From an optimization exercise on the open Yosys and OpenROAD flow, aimed at small area, a short achievable clock period and few clock cycles per item; shortcuts taken in it are not production practice. RTL that was checked went through simulation tests only; none was proved equivalent to the original. Power is estimated from default activity; no workload was simulated.

Design zigzag_rle, start of the top module:
module zigzag_rle (
  input  logic       clk,
  input  logic       reset,
  input  logic [8:0] dctq,
  input  logic       dctq_valid,
  input  logic [5:0] addr,
  output logic       hold,
  output logic [5:0] rle_run,
  output logic [8:0] rle_level,
  output logic       rle_eob,
  output logic       rle_valid,
  input  logic       rle_ready,
  output logic       overflow
);
==> module zigzag_rle, before the edit <==
module zigzag_rle (
  input  logic       clk,
  input  logic       reset,
  input  logic [8:0] dctq,
  input  logic       dctq_valid,
  input  logic [5:0] addr,
  output logic       hold,
  output logic [5:0] rle_run,
  output logic [8:0] rle_level,
  output logic       rle_eob,
  output logic       rle_valid,
  input  logic       rle_ready,
  output logic       overflow
);
  localparam logic [383:0] ZZ =
    384'hffedefdbdf35ba77e6b74efacec95e5cf59d92bcb9e31aa371538718d51b8a9c2885a4cc1442d2660611283089408040;
  logic [8:0]  mem [0:63];      
  logic        q0_v, blk, full;
  logic [5:0]  q0_a;
  logic [8:0]  q0_d;
  logic        commit, blk_end, load, ld_ok;
  logic [63:0] pend;            
  logic [63:0] pend_r;          
  logic [63:0] nz;              
  logic [5:0]  an;              
  logic        q0_vn, blk_n, full_n;
  genvar g;
  generate
    for (g = 0; g < 64; g++) begin : g_map
      assign pend_r[ZZ[6*g +: 6]] = pend[g];
      if (g == 63) begin : g_last
        assign nz[g] = full ? |mem[63] : |q0_d;
      end else begin : g_other
        assign nz[g] = |mem[ZZ[6*g +: 6]];
      end
    end
  endgenerate
  assign commit  = q0_v & ~hold;
  assign blk_end = commit & (q0_a == 6'd63);
  assign load    = ld_ok & (full | blk_end);
  assign an      = hold ? q0_a : addr;
  assign q0_vn   = hold | dctq_valid;
  assign blk_n   = load ? (an != 6'd0) : pend_r[an];
  assign full_n  = (full | blk_end) & ~load;
  always_ff @(posedge clk) begin
    if (commit) mem[q0_a] <= q0_d;
    if (!hold) begin
      q0_a <= addr;
      q0_d <= dctq;
    end
  end
  logic        dc_due, eob_due;
  logic [8:0]  dc_reg;
  logic        issue, found, room;
  logic        sel_v, sel_dc, sel_eob;
  logic [7:0]  sel_g, sel_l;    
  logic [5:0]  sel_k;           
  logic [7:0]  grp, gfirst, lfirst, glow;
  logic [63:0] lower;           
  logic [2:0]  gbin, lbin;
  always_comb begin
    for (int j = 0; j < 8; j++)
      grp[j] = |pend[8*j +: 8];
    for (int j = 0; j < 8; j++) begin
      glow[j] = 1'b0;
      for (int m = 0; m < j; m++)
        glow[j] = glow[j] | grp[m];
      gfirst[j] = grp[j] & ~glow[j];
    end
    for (int k = 0; k < 64; k++) begin
      lower[k] = glow[k / 8];
      for (int m = 8 * (k / 8); m < k; m++)
        lower[k] = lower[k] | pend[m];
    end
    lfirst = 8'd0;
    for (int j = 0; j < 8; j++)
      for (int i = 0; i < 8; i++)
        lfirst[i] = lfirst[i] | (pend[8*j + i] & ~lower[8*j + i]);
    gbin = 3'd0;
    lbin = 3'd0;
    for (int j = 0; j < 8; j++) begin
      if (gfirst[j]) gbin = gbin | 3'(j);
      if (lfirst[j]) lbin = lbin | 3'(j);
    end
  end
  assign found = |grp;
  logic       e1_v, e2_v, e1_eob, e2_eob;
  logic [5:0] e1_run, e2_run;
  logic [8:0] e1_level, e2_level;
  logic       rv;                  
  logic       s0, s1, s2, le2, le3;
  assign deq = rle_valid & rle_ready;
  assign s0  = ~sel_v & ~rv;
  assign s1  = sel_v ^ rv;
  assign s2  = sel_v & rv;
  assign le2 = (s0 & ~e2_v) | (s1 & ~e1_v) | (s2 & ~rle_valid);
  assign le3 = s0 | (s1 & ~e2_v) | (s2 & ~e1_v);
  assign room = deq ? le3 : le2;
  assign issue = room & (dc_due | found | eob_due);
  always_ff @(posedge clk) begin
    if (reset) begin
      q0_v     <= 1'b0;
      blk      <= 1'b0;
      hold     <= 1'b0;
      full     <= 1'b0;
      overflow <= 1'b0;
      pend     <= 64'd0;
      ld_ok    <= 1'b0;
      dc_due   <= 1'b0;
      eob_due  <= 1'b0;
      sel_v    <= 1'b0;
    end else begin
      if (dctq_valid && hold) overflow <= 1'b1;
      q0_v <= q0_vn;
      blk  <= blk_n;
      full <= full_n;
      hold <= q0_vn & (blk_n | full_n);
      sel_v <= issue | (load & room);
      pend <= (pend & (lower | {64{~(room & ~dc_due)}})) |
              ({64{load}} & nz & ~64'd1);
      if (issue && dc_due) dc_due <= 1'b0;
      if (issue && !dc_due && !found) eob_due <= 1'b0;
      if (load) begin
        dc_due  <= ~room;
        eob_due <= 1'b1;
      end
      ld_ok <= ~found & ~load & ~(dc_due | load) &
               ~(eob_due & ~(issue & ~dc_due & ~found));
    end
  end
  always_ff @(posedge clk) begin
    if (load) dc_reg <= mem[0];
    sel_dc  <= dc_due | load;
    sel_eob <= ~dc_due & ~found & ~load;
    sel_g   <= gfirst;
    sel_l   <= lfirst;
    sel_k   <= {gbin, lbin};
  end
  logic [8:0] rd_level, byte_lv [0:7];
  logic [5:0] rd_run, p_o;
  logic [8:0] r_level;
  logic [5:0] r_run;
  logic       r_eob;
  always_comb begin
    rd_level = 9'd0;
    for (int j = 0; j < 8; j++) begin
      byte_lv[j] = 9'd0;
      for (int i = 0; i < 8; i++)
        if (sel_l[i]) byte_lv[j] = byte_lv[j] | mem[ZZ[6*(8*j + i) +: 6]];
      if (sel_g[j]) rd_level = rd_level | byte_lv[j];
    end
    if (sel_dc)  rd_level = dc_reg;
    if (sel_eob) rd_level = 9'd0;
    rd_run = (sel_dc | sel_eob) ? 6'd0 : sel_k + ~p_o;
  end
  always_ff @(posedge clk) begin
    if (sel_v && !sel_eob) p_o <= sel_dc ? 6'd0 : sel_k;
    r_level <= rd_level;
    r_run   <= rd_run;
    r_eob   <= sel_eob;
  end
  always_ff @(posedge clk) begin
    if (reset) begin
      rv        <= 1'b0;
      rle_valid <= 1'b0;
      e1_v      <= 1'b0;
      e2_v      <= 1'b0;
    end else begin
      rv <= sel_v;
      if (deq) begin
        rle_valid <= e1_v | rv;
        e1_v      <= e2_v | (e1_v & rv);
        e2_v      <= e2_v & rv;
      end else begin
        rle_valid <= rle_valid | rv;
        e1_v      <= e1_v | (rle_valid & rv);
        e2_v      <= e2_v | (e1_v & rv);
      end
    end
  end
  always_ff @(posedge clk) begin
    if (deq ? e1_v : !rle_valid) begin
      rle_eob   <= deq ? e1_eob   : r_eob;
      rle_run   <= deq ? e1_run   : r_run;
      rle_level <= deq ? e1_level : r_level;
    end else if (deq) begin
      rle_eob   <= r_eob;
      rle_run   <= r_run;
      rle_level <= r_level;
    end
    if (deq ? e2_v : !e1_v) begin
      e1_eob   <= deq ? e2_eob   : r_eob;
      e1_run   <= deq ? e2_run   : r_run;
      e1_level <= deq ? e2_level : r_level;
    end else if (deq) begin
      e1_eob   <= r_eob;
      e1_run   <= r_run;
      e1_level <= r_level;
    end
    if (deq || !e2_v) begin
      e2_eob   <= r_eob;
      e2_run   <= r_run;
      e2_level <= r_level;
    end
  end
endmodule
export LEC_CHECK = 0
export ABC_CLOCK_PERIOD_IN_PS = 2500
export CAP_MARGIN = 20
export CORE_MARGIN = 2
export CORE_UTILIZATION = 40
export SETUP_SLACK_MARGIN = 2.5
export SLEW_MARGIN = 20
create_clock -name core_clock -period 5.0 [get_ports {clk}]
run.sh (not shown) runs the stock make flow with config.mk's settings and CLKGATE_MAP_FILE= SYNTH_SCRIPT=/design/flow/synth_recipe.tcl, a recipe that flattens the netlist after the stock synthesis.
Testbench counts at the start, summed over its fixed seeds: cycles 26,026, blocks 384.
Next try:
--- a/flow/design.v
+++ b/flow/design.v
@@ -55,8 +55,6 @@
   logic        sel_v, sel_dc, sel_eob;
   logic [7:0]  sel_g, sel_l;    
-  logic [5:0]  sel_k;           
   logic [7:0]  grp, gfirst, lfirst, glow;
   logic [63:0] lower;           
-  logic [2:0]  gbin, lbin;
   always_comb begin
     for (int j = 0; j < 8; j++)
@@ -77,10 +75,4 @@
       for (int i = 0; i < 8; i++)
         lfirst[i] = lfirst[i] | (pend[8*j + i] & ~lower[8*j + i]);
-    gbin = 3'd0;
-    lbin = 3'd0;
-    for (int j = 0; j < 8; j++) begin
-      if (gfirst[j]) gbin = gbin | 3'(j);
-      if (lfirst[j]) lbin = lbin | 3'(j);
-    end
   end
   assign found = |grp;
@@ -135,12 +127,16 @@
     sel_g   <= gfirst;
     sel_l   <= lfirst;
-    sel_k   <= {gbin, lbin};
   end
   logic [8:0] rd_level, byte_lv [0:7];
-  logic [5:0] rd_run, p_o;
+  logic [5:0] rd_run, p_o, sel_k;    
   logic [8:0] r_level;
   logic [5:0] r_run;
   logic       r_eob;
   always_comb begin
+    sel_k = 6'd0;
+    for (int j = 0; j < 8; j++) begin
+      if (sel_g[j]) sel_k[5:3] = sel_k[5:3] | 3'(j);
+      if (sel_l[j]) sel_k[2:0] = sel_k[2:0] | 3'(j);
+    end
     rd_level = 9'd0;
     for (int j = 0; j < 8; j++) begin
=> Total power grows by about 3%; worst setup slack is better by 0.0092 ns; via count hardly moves; design area climbs by about 2.2%; routed wire length increases by 0.93%; synthesized area came out lower by 0.87%; first-iteration DRC count falls by about 7%; die area decreases by about 0.9%; register-to-register slack stays flat; fmax climbs by 0.35%; hold slack gains 0.013 ns; global-route usage falls by 0.41 points; non-clock buffer count came out higher by 30; clock skew goes down by 0.0082 ns.
Function not checked in the second run of this note: the RTL went through the layout flow alone.

## separate check: timing with driven ports
In the flow no input, the clock included, has a driving cell. The finished layouts below were timed again as built, in two steps. Step 1 assumes that a clkbuf_16 drives the clock port and a buf_2 every other input. Step 2, shift: input delay + t, output delay - t, t = (earliest + latest rising clock arrival at the registers) / 2. This alone moves slack from input paths to output paths. Three values: ideal, step 1, step 2; two values: the first two.
run | t, ns | setup slack, ns | slew at the worst register clock pin (ns)
the first run | 0.686 | 2.362 / 2.362 / 1.870 | 0.07 / 0.07
the second run | 0.682 | 2.371 / 2.371 / 1.958 | 0.07 / 0.07
After both steps setup and hold are still met in every run listed. For the first run, which loses most, drivers alone change the setup slack by 0.000 ns; drivers and shift together by -0.492 ns.
